This design comes from an exercise in tuning for small area and a short achievable clock period on the open sky130 flow, not from production work.
In this exercise RTL edits were held to simulation tests only and were not proved equivalent to the original.

// single_particle_acceptance_cut
module single_particle_acceptance_cut #(
	parameter int unsigned MOMENTUM_BITS = 24
) (
	input  wire logic                            clk,
	input  wire logic                            arst_n,
	input  wire logic                            start,
	output logic                                 busy,
	input  wire logic [23:0]                     energy,
	input  wire logic signed [MOMENTUM_BITS-1:0] mom_x,
	input  wire logic signed [MOMENTUM_BITS-1:0] mom_y,
	input  wire logic signed [MOMENTUM_BITS-1:0] mom_z,
	output logic                                 done,
	output logic                                 accept,
	output logic [1:0]                           reject_reason,
	output logic [4:0]                           rapidity_bin
);
	assign busy = 1'b0;
	logic [23:0] e_s1, pz_s1;
	always_ff @(posedge clk) begin
		e_s1  <= energy;
		pz_s1 <= mom_z;
	end
	logic [4:0] cnt_w;
	logic       eq_w, rz_w;
	spac_rap u_rap (.clk(clk), .e_i(e_s1), .pz_i(pz_s1),
		.cnt_o(cnt_w), .eq_o(eq_w), .rz_o(rz_w));
	logic [4:0] cls_w;
	spac_pt u_pt (.clk(clk), .mom_x(mom_x), .mom_y(mom_y), .cls_o(cls_w));
	logic [4:0] cls_d1;
	always_ff @(posedge clk) cls_d1 <= cls_w;
	logic [4:0] cls_d2;
	always_ff @(posedge clk) cls_d2 <= cls_d1;
	logic [4:0] cls_d3;
	always_ff @(posedge clk) cls_d3 <= cls_d2;
	logic [4:0] cls_d4;
	always_ff @(posedge clk) cls_d4 <= cls_d3;
	logic [4:0] cls_d5;
	always_ff @(posedge clk) cls_d5 <= cls_d4;
	logic [4:0] cls_d6;
	always_ff @(posedge clk) cls_d6 <= cls_d5;
	logic [4:0] cls_d7;
	always_ff @(posedge clk) cls_d7 <= cls_d6;
	logic [4:0] cls_d8;
	always_ff @(posedge clk) cls_d8 <= cls_d7;
	logic [4:0] cls_d9;
	always_ff @(posedge clk) cls_d9 <= cls_d8;
	logic [4:0] cls_d10;
	always_ff @(posedge clk) cls_d10 <= cls_d9;
	logic [4:0] cls_d11;
	always_ff @(posedge clk) cls_d11 <= cls_d10;
	logic [14:0] vld_q;
	always_ff @(posedge clk or negedge arst_n) begin
		if (!arst_n) vld_q <= '0;
		else         vld_q <= {vld_q[13:0], start};
	end
	assign done = vld_q[14];
	logic [5:0] c_w;
	logic       kin_w, above_w, below_w;
	logic [4:0] bin_w;
  ...
Size in the first run: roughly 6300 cells after synthesis, roughly 1200 flip-flops, about 0.063 mm2 of cells after synthesis.
Settings: LEC_CHECK=0, ABC_CLOCK_PERIOD_IN_PS=9000, CAP_MARGIN=20, CORE_MARGIN=2, CORE_UTILIZATION=40, SLEW_MARGIN=20, TNS_END_PERCENT=20; clock period 14.0 ns.
standard.sh (not shown) runs the stock make flow with config.mk's settings and CLKGATE_MAP_FILE= SYNTH_SCRIPT=/design/flow/synth_recipe.tcl, a recipe that flattens the netlist after the stock synthesis.
==> flow/flow/run.sh <==
#!/bin/bash
# Standard ORFS layout (the standard.sh, unchanged synthesis), with the
# resizer asked for more setup slack than the period needs, so that timing
# repair shortens the critical paths. Clock period and constraints unchanged.
cd "$(dirname "$0")/.."
MARGIN=$(cat flow/margin.txt 2>/dev/null || echo 5)
export SETUP_SLACK_MARGIN=$MARGIN
echo "setup slack margin $SETUP_SLACK_MARGIN" > run_flow.log
cp standard.sh standard_copy.sh.txt 2>/dev/null
bash standard.sh >> run_flow.log 2>&1
==> flow/flow/margin.txt <==
9.8
The first run ran to the end with no violations.
Rerun with:
==> flow/flow/margin.txt (replaced) <==
9.4
TNS_END_PERCENT = default   (was 20)
Effect: The new run produced a clean layout. First-iteration DRC count drops by 2.7%. Design area drops by 1.7%. Via count barely changes. Wire length drops by 1.9%. Cell count drops by 0.41%. Global-route usage is about the same. Worst setup slack got worse by 0.039 ns. Non-clock buffer count drops by 36. Die area does not change.

* * *

single_particle_acceptance_cut, a different RTL version from the one above (not shown whole).
Size in the first run: about 62,000 um^2 of cells after synthesis.
clock: 14.0 ns
lec_check: 0
abc_clock_period_in_ps: 9000
cap_margin: 20
core_margin: 2
core_utilization: 40
cts_buf_list: sky130_fd_sc_hd__clkbuf_4 sky130_fd_sc_hd__clkbuf_8
slew_margin: 20
==> flow/flow/run.sh <==
#!/bin/bash
# Standard ORFS layout (the standard.sh, unchanged synthesis), with the
# resizer asked for more setup slack than the period needs, so that timing
# repair shortens the critical paths, and the port buffers made with the
# plain buf_1 cell. Clock period and constraints unchanged.
cd "$(dirname "$0")/.."
MARGIN=$(cat flow/margin.txt 2>/dev/null || echo 5)
export SETUP_SLACK_MARGIN=$MARGIN
export BUFFER_PORTS_ARGS="-buffer_cell sky130_fd_sc_hd__buf_1"
echo "setup slack margin $SETUP_SLACK_MARGIN, port buffers: $BUFFER_PORTS_ARGS" > run_flow.log
bash standard.sh >> run_flow.log 2>&1
==> flow/flow/margin.txt <==
9.8
Edit:
--- a/flow/config.mk
+++ b/flow/config.mk
@@ -7,2 +7,3 @@
 export LEC_CHECK = 0
+export ABC_AREA = 1
 export ABC_CLOCK_PERIOD_IN_PS = 9000
@@ -11,3 +12,2 @@
 export CORE_UTILIZATION = 40
-export CTS_BUF_LIST = sky130_fd_sc_hd__clkbuf_4 sky130_fd_sc_hd__clkbuf_8
 export SLEW_MARGIN = 20
Routed wire length grows by 6.9%.
Cell count grows by 16%.
Synthesized area falls by 0.64%.
Global-route usage increases by 1.3 points.
Via count rose by 11%.
Edit:
==> flow/flow/margin.txt (replaced) <==
9.6
--- a/flow/config.mk
+++ b/flow/config.mk
@@ -7,3 +7,2 @@
 export LEC_CHECK = 0
-export ABC_AREA = 1
 export ABC_CLOCK_PERIOD_IN_PS = 9000
Effect:
- routed wire length drops by 7.6%
- worst hold slack improves by 19 ps
- register-to-register slack degrades by 110 ps
- cell area drops by 0.72%
- via count drops by 10%
- fmax drops by 2.3%
- sequential share of layout area climbs by 0.20 points
Edit:
==> flow/flow/margin.txt (replaced) <==
10.2
- The changed run completed with no timing, DRC or antenna violations
- final cell count rose by 2.0%
- worst setup slack improves by 120 ps
- sequential cell count does not change
- clock skew rose by 7.8 ps
- wire length rose by 5.7%
- utilization rose by 2.7 points
- worst hold slack degrades by 9.4 ps
- final area rose by 6.0%

## static timing again, ports no longer ideal
How much do the figures lean on ideal ports? The routed layouts below were timed once more, with nothing changed but the port constraints.
Step 1 sets driving cells, clkbuf_16 on the clock port and buf_2 on the other inputs (assumed; they add their load-dependent delay and slew).
Step 2 adds t to the input delays and takes it off the output delays; t is the mean of the earliest and latest rising clock arrival at the registers after step 1. Input paths then give back, and output paths get back, about the clock's delay inside the block.
Three values: no drivers, after step 1, after step 2; two values: the first two.
run	t (ns)	slack for setup (ns)	hold slack, ns	worst setup path after step 2	clock arrival spread, ns
the first run of note 1	0.824	9.608 / 9.539 / 9.608	0.313 / 0.313 / 0.313	register to register	0.044 / 0.044
the second run of note 1	0.821	9.569 / 9.524 / 9.569	0.315 / 0.315 / 0.315	register to register	0.029 / 0.029
the first run of note 2	0.954	9.831 / 9.761 / 9.956	0.313 / 0.313 / 0.313	register to register	0.036 / 0.037
the second run of note 2	0.827	9.951 / 9.878 / 9.429	0.292 / 0.292 / 0.292	input to register	0.077 / 0.077
the third run of note 2	0.823	9.856 / 9.856 / 9.856	0.311 / 0.311 / 0.311	register to register	0.032 / 0.032
the fourth run of note 2	0.821	9.980 / 9.903 / 9.763	0.302 / 0.302 / 0.302	input to register	0.040 / 0.040
After both steps every run listed still meets setup and hold. The setup slack of the second run of note 2, which loses most, moves by -0.073 ns with the drivers and by -0.522 ns with both steps.
